This design comes from an exercise in tuning for small area and a short achievable clock period on the open sky130 flow, not from production work.
RTL that was checked went through simulation tests only; none was proved equivalent to the original.
Power is estimated from default activity; no workload was simulated.

== run 1 ==
// lc3b_alu_pipe
module lc3b_alu_pipe
(
    input  logic                    clk,
    input  logic                    arst_n,
    input  logic                    instr_valid,
    input  logic [16-1:0]   instr,
    input  logic                    flush,
    output logic                    wb_valid,
    output logic [3-1:0]  wb_dest,
    output logic [16-1:0]   wb_data,
    output logic [2:0]              cc
);
Settings: LEC_CHECK=0, CAP_MARGIN=20, CORE_MARGIN=2, CORE_UTILIZATION=40, SLEW_MARGIN=20; clock period 7.0 ns.
run.sh (not shown) runs the stock make flow with config.mk's settings and CLKGATE_MAP_FILE= SYNTH_SCRIPT=/design/flow/synth_recipe.tcl, a recipe that flattens the netlist after the stock synthesis.
What run 2 does differently from run 1 at the input level:
- setting SETUP_SLACK_MARGIN to 3.5 for the first time
Findings:
- Run 2 finished all stages; the layout is clean.
- Relative to run 1, wire length of the first global-routing pass has gone up in run 2.
- On worst-case clock skew, run 2 tracks run 1 almost exactly.
- Relative to run 1, the number of clock buffer instances in the layout measured on run 2 has decreased by a few percent.
- Post-layout minimum cycle time: run 2 < run 1
- Run 1 → run 2: cell depth of the worst setup path increased 5; worst hold path cell count shows no meaningful change; non-clock buffer count rose 120%.
- Diff run 2 and run 1: via count lower in run 1
No run of this note included a check of the RTL's function; only the layout flow was run.


lc3b_alu_pipe, a different RTL version from the one above (not shown whole).
Size: ~1500 cells after synthesis, roughly 210 flip-flops, ~43 I/O pins.
Settings: LEC_CHECK=0, CAP_MARGIN=20, CORE_MARGIN=2, CORE_UTILIZATION=55, CTS_CLUSTER_DIAMETER=80, CTS_CLUSTER_SIZE=24, PLACE_DENSITY=0.68, SETUP_SLACK_MARGIN=2.5, SLEW_MARGIN=20; clock period 7.0 ns.
standard.sh (not shown) runs the stock make flow with config.mk's settings and CLKGATE_MAP_FILE= SYNTH_SCRIPT=/design/flow/synth_recipe.tcl, a recipe that flattens the netlist after the stock synthesis.
==> flow/flow/run.sh <==
#!/bin/bash
# The standard layout, with the ports buffered by a plain buf_1 instead
# of the cell buffer_ports picks on its own (every port still gets a buffer).
set -euo pipefail
bash standard.sh "BUFFER_PORTS_ARGS=-buffer_cell sky130_fd_sc_hd__buf_1" finish > standard.log 2>&1
The baseline finished with timing, DRC and antenna clean.
==> next run, changes <==
==> flow/run.sh (new file) <==
#!/bin/bash
# synth_recipe.tcl (not shown) runs the flow's synth.tcl, then flattens the netlist and writes it again
# the make line also repeats each setting of config.mk as NAME=value (left out here)
make -C /OpenROAD-flow-scripts/flow DESIGN_CONFIG=/design/flow/config.mk WORK_HOME=/design/flow/orfs CLKGATE_MAP_FILE= SYNTH_SCRIPT=/design/flow/synth_recipe.tcl finish
--- a/flow/config.mk
+++ b/flow/config.mk
@@ -8,8 +8,5 @@
 export CAP_MARGIN = 20
 export CORE_MARGIN = 2
-export CORE_UTILIZATION = 55
-export CTS_CLUSTER_DIAMETER = 80
-export CTS_CLUSTER_SIZE = 24
-export PLACE_DENSITY = 0.68
+export CORE_UTILIZATION = 40
 export SETUP_SLACK_MARGIN = 2.5
 export SLEW_MARGIN = 20
removed: flow/flow/run.sh
removed: flow/standard.sh
Total power climbs by about a fifth; worst setup slack is better by 43 ps; hold slack improves by 4.7 ps; core utilization came out lower by 15 points; via count is about the same; area after synthesis stays the same; clock-buffer cell count increases by 8; cell count rose by a little under a tenth; global-route usage decreases by 7.7 points.
==> next run, changes <==
==> flow/flow/run.sh (new file) <==
#!/bin/bash
# The standard layout, with the ports buffered by a plain buf_2 instead
# of the cell buffer_ports picks on its own (every port still gets a buffer),
# and gate sizing free to pick cells of another footprint.
set -euo pipefail
bash standard.sh "BUFFER_PORTS_ARGS=-buffer_cell sky130_fd_sc_hd__buf_2" MATCH_CELL_FOOTPRINT=0 finish > standard.log 2>&1
==> flow/standard.sh (new file) <==
#!/bin/bash
# synth_recipe.tcl (not shown) runs the flow's synth.tcl, then flattens the netlist and writes it again
# the make line also repeats each setting of config.mk as NAME=value (left out here)
make -C /OpenROAD-flow-scripts/flow DESIGN_CONFIG=/design/flow/config.mk WORK_HOME=/design/flow/orfs CLKGATE_MAP_FILE= SYNTH_SCRIPT=/design/flow/synth_recipe.tcl "${@:-finish}"
--- a/flow/config.mk
+++ b/flow/config.mk
@@ -8,5 +8,8 @@
 export CAP_MARGIN = 20
 export CORE_MARGIN = 2
-export CORE_UTILIZATION = 40
+export CORE_UTILIZATION = 55
+export CTS_CLUSTER_DIAMETER = 80
+export CTS_CLUSTER_SIZE = 24
+export PLACE_DENSITY = 0.68
 export SETUP_SLACK_MARGIN = 2.5
 export SLEW_MARGIN = 20
removed: flow/run.sh
Outcome: Power went down by about 13%. Setup slack is better by 43 ps. Design area decreases by 4.7%. First-iteration DRC count is higher by about 30%. Critical path depth went up by 3. Utilization grows by 14 points. Via count hardly moves. Worst hold slack improves by 12 ps.
==> next run, changes <==
==> flow/run.sh (new file) <==
#!/bin/bash
# synth_recipe.tcl (not shown) runs the flow's synth.tcl, then flattens the netlist and writes it again
# the make line also repeats each setting of config.mk as NAME=value (left out here)
make -C /OpenROAD-flow-scripts/flow DESIGN_CONFIG=/design/flow/config.mk WORK_HOME=/design/flow/orfs CLKGATE_MAP_FILE= SYNTH_SCRIPT=/design/flow/synth_recipe.tcl finish
--- a/flow/config.mk
+++ b/flow/config.mk
@@ -8,8 +8,6 @@
 export CAP_MARGIN = 20
 export CORE_MARGIN = 2
-export CORE_UTILIZATION = 55
-export CTS_CLUSTER_DIAMETER = 80
-export CTS_CLUSTER_SIZE = 24
-export PLACE_DENSITY = 0.68
+export CORE_UTILIZATION = 40
 export SETUP_SLACK_MARGIN = 2.5
 export SLEW_MARGIN = 20
+export TNS_END_PERCENT = 5
removed: flow/flow/run.sh
removed: flow/standard.sh
What happened: The new run finished clean. Via count barely changes. Utilization falls by 15 points. Sequential cell count is unchanged. Register-to-register slack got worse by 60 ps.

[what the ideal ports hide]
How much do the figures lean on ideal ports? The routed layouts below were timed once more, with nothing changed but the port constraints.
Step 1 sets driving cells, clkbuf_16 on the clock port and buf_2 on the other inputs (assumed; they add their load-dependent delay and slew).
Step 2 moves the port delays by t, midway between the first and last clock arrival at a register: inputs arrive t later, outputs are due t later. That takes back most of the time a late clock gives input paths.
Slacks: ideal ports / drivers / drivers and shift; pairs: ideal ports / drivers.
| run | t, ns | setup slack, ns | hold WS [ns] | worst data-port slew with drivers (ns) |
|---|---|---|---|---|
| run 1 | 0.546 | 0.723 / 0.723 / 0.723 | 0.485 / 0.485 / 0.485 | 0.04 |
| run 2 | 0.534 | 1.835 / 1.835 / 1.835 | 0.473 / 0.473 / 0.473 | 0.03 |
| the first run of note 2 | 0.514 | 2.578 / 2.578 / 2.578 | 0.485 / 0.485 / 0.485 | 0.04 |
| the second run of note 2 | 0.539 | 2.621 / 2.621 / 2.230 | 0.490 / 0.490 / 0.490 | 0.04 |
| the third run of note 2 | 0.511 | 2.664 / 2.664 / 2.664 | 0.502 / 0.502 / 0.502 | 0.04 |
| the fourth run of note 2 | 0.538 | 2.604 / 2.604 / 2.254 | 0.483 / 0.483 / 0.483 | 0.04 |
After both steps setup and hold are still met in every run listed. For the second run of note 2, which loses most, drivers alone change the setup slack by 0.000 ns; drivers and shift together by -0.391 ns.
